Source: an optimization exercise on an open RTL-to-GDS flow (aim: small area, a short achievable clock period and few clock cycles). Production flows keep margins and buffers that such runs may drop.
At most, simulation tests tie the RTL to the original design; equivalence was not proved.
Power is estimated from default activity; no workload was simulated.

==> flow/design.v (excerpt) <==
module euclidean_distance_unit
(
    input  logic                              clk,
    input  logic                              rst_n,
    input  logic                              s_axis_tvalid,
    output logic                              s_axis_tready,
    input  logic [edu_pkg::TDATA_IN_W-1:0]    s_axis_tdata,
    input  logic                              s_axis_tlast,
    output logic                              m_axis_tvalid,
    input  logic                              m_axis_tready,
    output logic [edu_pkg::TDATA_OUT_W-1:0]   m_axis_tdata,
    output logic                              m_axis_tuser
);
    localparam int EW    = edu_pkg::ELEM_W;
    localparam int AW    = edu_pkg::ACC_W;
    localparam int LW    = edu_pkg::LO_W;
    localparam int HW    = edu_pkg::HI_W;
    localparam int RW    = edu_pkg::ROOT_W;
    localparam int MW    = edu_pkg::REM_W;
    localparam int FB    = 4;                    
    localparam int KL    = 0;                    
    localparam int BW    = AW - 2 * FB;          
    localparam int RADW  = BW - 2 * KL;          
    localparam int STEPS = RW - FB - KL;         
    localparam int TW    = LW + 2;               
    logic              rdy_reg;
    logic              accept;
    logic [EW:0]       diff;
    logic [EW:0]       da_reg;
    logic              va_reg, lasta_reg;
    assign accept = s_axis_tvalid && rdy_reg;
    assign diff   = {s_axis_tdata[EW-1], s_axis_tdata[EW-1:0]}
                  - {s_axis_tdata[2*EW-1], s_axis_tdata[2*EW-1:EW]};
    always_ff @(posedge clk)
    begin
        da_reg    <= diff;
        lasta_reg <= s_axis_tlast;
    end
    logic [TW-1:0]     row_s, row_c;
    logic [TW-1:0]     rsb_reg, rcb_reg;
    logic              vb_reg, lastb_reg;
    edu_sq_tree u_sq
    (
        .d     (da_reg),
        .row_s (row_s),
        .row_c (row_c)
    );
    always_ff @(posedge clk)
    begin
        rsb_reg   <= row_s;
        rcb_reg   <= row_c;
  ...
==> flow/config.mk <==
export PLATFORM = sky130hd
export DESIGN_NAME = euclidean_distance_unit
export DESIGN_NICKNAME = euclidean_distance_unit
export VERILOG_FILES = /design/flow/design.v
export SDC_FILE = /design/flow/constraint.sdc
export NUM_CORES = 4
export LEC_CHECK = 0
export CAP_MARGIN = 20
export CORE_MARGIN = 2
export CORE_UTILIZATION = 60
export PLACE_DENSITY = 0.75
export SETUP_SLACK_MARGIN = 4.6
export SLEW_MARGIN = 20
==> flow/constraint.sdc <==
create_clock -name core_clock -period 8.0 [get_ports {clk}]
set_input_delay 1.6000 -clock core_clock [delete_from_list [all_inputs] [get_ports {clk}]]
set_output_delay 1.6000 -clock core_clock [all_outputs]
set_load 0.01 [all_outputs]
run.sh (not shown) runs the stock make flow with config.mk's settings and CLKGATE_MAP_FILE= SYNTH_SCRIPT=/design/flow/synth_recipe.tcl, a recipe that flattens the netlist after the stock synthesis.
Rerun with:
--- a/flow/design.v
+++ b/flow/design.v
@@ -530,65 +530,61 @@
     logic              rdy_reg;
     logic              accept;
     logic [EW:0]       diff;
     logic [EW:0]       da_reg;
     logic              va_reg, lasta_reg;
     assign accept = s_axis_tvalid && rdy_reg;
     assign diff   = {s_axis_tdata[EW-1], s_axis_tdata[EW-1:0]}
                   - {s_axis_tdata[2*EW-1], s_axis_tdata[2*EW-1:EW]};
     always_ff @(posedge clk)
     begin
-        da_reg    <= diff;
+        da_reg    <= accept ? diff : '0;
         lasta_reg <= s_axis_tlast;
     end
     logic [TW-1:0]     row_s, row_c;
     logic [TW-1:0]     rsb_reg, rcb_reg;
     logic              vb_reg, lastb_reg;
     edu_sq_tree u_sq
     (
         .d     (da_reg),
         .row_s (row_s),
         .row_c (row_c)
     );
     always_ff @(posedge clk)
     begin
         rsb_reg   <= row_s;
         rcb_reg   <= row_c;
         lastb_reg <= lasta_reg;
     end
-    logic [TW-1:0]     sq;
-    logic [LW:0]       sqq_reg;
-    logic              vq_reg, lastq_reg;
-    assign sq = rsb_reg + rcb_reg;
-    always_ff @(posedge clk)
-    begin
-        sqq_reg   <= vb_reg ? sq[LW:0] : '0;
-        lastq_reg <= lastb_reg;
-    end
     logic [LW-1:0]     lo_reg;
     logic [HW-1:0]     hi_reg;
     logic              cy_reg, ovf_reg;
     logic              first_reg;    
     logic              clr_reg;      
     logic              full_reg;     
-    logic [LW:0]       lo_sum;
+    logic [TW-1:0]     base, cs_s, cs_c, lo_sum;
     logic [HW:0]       hi_inc;
     logic              load;
-    assign lo_sum = {1'b0, clr_reg ? '0 : lo_reg} + sqq_reg;
+    assign base   = clr_reg ? '0 : TW'(lo_reg);
+    assign cs_s   = base ^ rsb_reg ^ rcb_reg;
+    assign cs_c   = {(base[TW-2:0] & rsb_reg[TW-2:0])
+                   | (base[TW-2:0] & rcb_reg[TW-2:0])
+                   | (rsb_reg[TW-2:0] & rcb_reg[TW-2:0]), 1'b0};
+    assign lo_sum = cs_s + cs_c;
     always_comb
     begin
         for (int i = 0; i < HW; i++)
             hi_inc[i] = hi_reg[i] ^ (cy_reg && ((hi_reg & HW'((1 << i) - 1)) == HW'((1 << i) - 1)));
         hi_inc[HW] = cy_reg && (&hi_reg);
     end
     always_ff @(posedge clk)
-        clr_reg <= vb_reg && (vq_reg ? lastq_reg : first_reg);
+        clr_reg <= va_reg && (vb_reg ? lastb_reg : first_reg);
     always_ff @(posedge clk)
     begin
         lo_reg  <= lo_sum[LW-1:0];
         cy_reg  <= lo_sum[LW];
         hi_reg  <= clr_reg ? '0 : hi_inc[HW-1:0];
         ovf_reg <= clr_reg ? 1'b0 : (ovf_reg || hi_inc[HW]);
     end
     logic              busy_reg, valid_reg, sat_reg;
     logic [4:0]        cnt_reg;
     logic [RADW-1:0]   rad_reg;
@@ -674,69 +670,65 @@
         end
         else
         begin
             rad_reg  <= {rad_reg[RADW-3:0], 2'b00};
             rem_reg  <= rem_n;
             if (busy_reg)
                 root_reg <= root_n;
         end
     end
     logic       rdy_next;
+    logic [1:0] pend_reg;    
     function automatic logic ready_next(input logic mr, input logic lt);
-        logic       fr, ld, mv, idle;
-        logic [2:0] pend;
-        fr   = (!busy_reg && !valid_reg) || (valid_reg && mr);
-        ld   = bufv_reg && fr;
-        mv   = full_reg && (!bufv_reg || ld);
-        pend = 3'((bufv_reg && !ld) || mv) + 3'(full_reg && !mv)
-             + 3'(vq_reg && lastq_reg) + 3'(vb_reg && lastb_reg)
-             + 3'(va_reg && lasta_reg) + 3'(lt);
-        idle = !ld && !(busy_reg && !finish)
-            && !(finish || (valid_reg && !mr));
-        ready_next = (pend <= 3'd1) || ((pend == 3'd2) && idle);
+        logic       ld, idle;
+        logic [1:0] pend;
+        ld   = bufv_reg && ((!busy_reg && !valid_reg) || (valid_reg && mr));
+        pend = pend_reg + 2'(lt) - 2'(ld);
+        idle = !ld && !busy_reg && !(valid_reg && !mr);
+        ready_next = (pend <= 2'd1) || ((pend == 2'd2) && idle);
     endfunction
     always_comb
     begin
         logic r00, r01, r10, r11;
         r00 = ready_next(1'b0, 1'b0);
         r01 = ready_next(1'b0, 1'b1);
         r10 = ready_next(1'b1, 1'b0);
         r11 = ready_next(1'b1, 1'b1);
         if (accept && s_axis_tlast)
             rdy_next = m_axis_tready ? r11 : r01;
         else
             rdy_next = m_axis_tready ? r10 : r00;
     end
     always_ff @(posedge clk or negedge rst_n)
     begin
         if (!rst_n)
         begin
             rdy_reg   <= 1'b0;
+            pend_reg  <= '0;
             va_reg    <= 1'b0;
             vb_reg    <= 1'b0;
-            vq_reg    <= 1'b0;
             first_reg <= 1'b1;
             full_reg  <= 1'b0;
             bufv_reg  <= 1'b0;
             busy_reg  <= 1'b0;
             valid_reg <= 1'b0;
             cnt_reg   <= '0;
         end
         else
         begin
             rdy_reg   <= rdy_next;
+            pend_reg  <= pend_reg + 2'(accept && s_axis_tlast) - 2'(load);
             va_reg    <= accept;
             vb_reg    <= va_reg;
-            vq_reg    <= vb_reg;
-            if (vq_reg)
-                first_reg <= lastq_reg;
-            full_reg  <= (full_reg && !move) || (vq_reg && lastq_reg);
+            if (vb_reg)
+                first_reg <= lastb_reg;
+            full_reg  <= (full_reg && !move) || (vb_reg && lastb_reg);
             bufv_reg  <= (bufv_reg && !load) || move;
             if (load)
             begin
                 busy_reg <= 1'b1;
                 cnt_reg  <= 5'(STEPS - 1);
             end
             else if (busy_reg)
             begin
                 cnt_reg  <= cnt_reg - 1'b1;
                 if (finish)
After rerunning:
- The changed run completed with no timing, DRC or antenna violations
- clock-buffer cell count shrinks by 9
- worst hold slack degrades by 0.025 ns
- final area drops by 6.9%
- routed wire length came out lower by 15%
- power is lower by 15%
- core utilization grows by 1.6 points
- critical path depth rises by 5
- global-route usage shrinks by 2.3 points
Testbench counts after the change, summed over its fixed seeds: cycles 22,995.
Only the layout flow was run in the first run of this note; the RTL was not checked for function there.

## static timing again, ports no longer ideal
In the flow no input, the clock included, has a driving cell. The finished layouts below were timed again as built, in two steps. Step 1 (the two cells are an assumption about what drives the block):
set clk [get_ports {clk}]
set_driving_cell -lib_cell sky130_fd_sc_hd__clkbuf_16 $clk
set_driving_cell -lib_cell sky130_fd_sc_hd__buf_2 [delete_from_list [all_inputs] $clk]
Step 2 also shifts input and output timing later by t, the mid clock arrival at the registers, as if the neighbouring blocks saw the same clock. Three values: ideal, step 1, step 2; two values: the first two.
run	shift t [ns]	setup WS [ns]	hold slack, ns	worst slew at a driven data input, ns
the first run	0.564	4.709 / 4.710 / 4.174	0.366 / 0.366 / 0.366	0.03
the second run	0.594	4.628 / 4.601 / 4.100	0.342 / 0.342 / 0.342	0.04
After both steps every run listed still meets setup and hold. The setup slack of the first run, which loses most, moves by +0.001 ns with the drivers and by -0.535 ns with both steps.
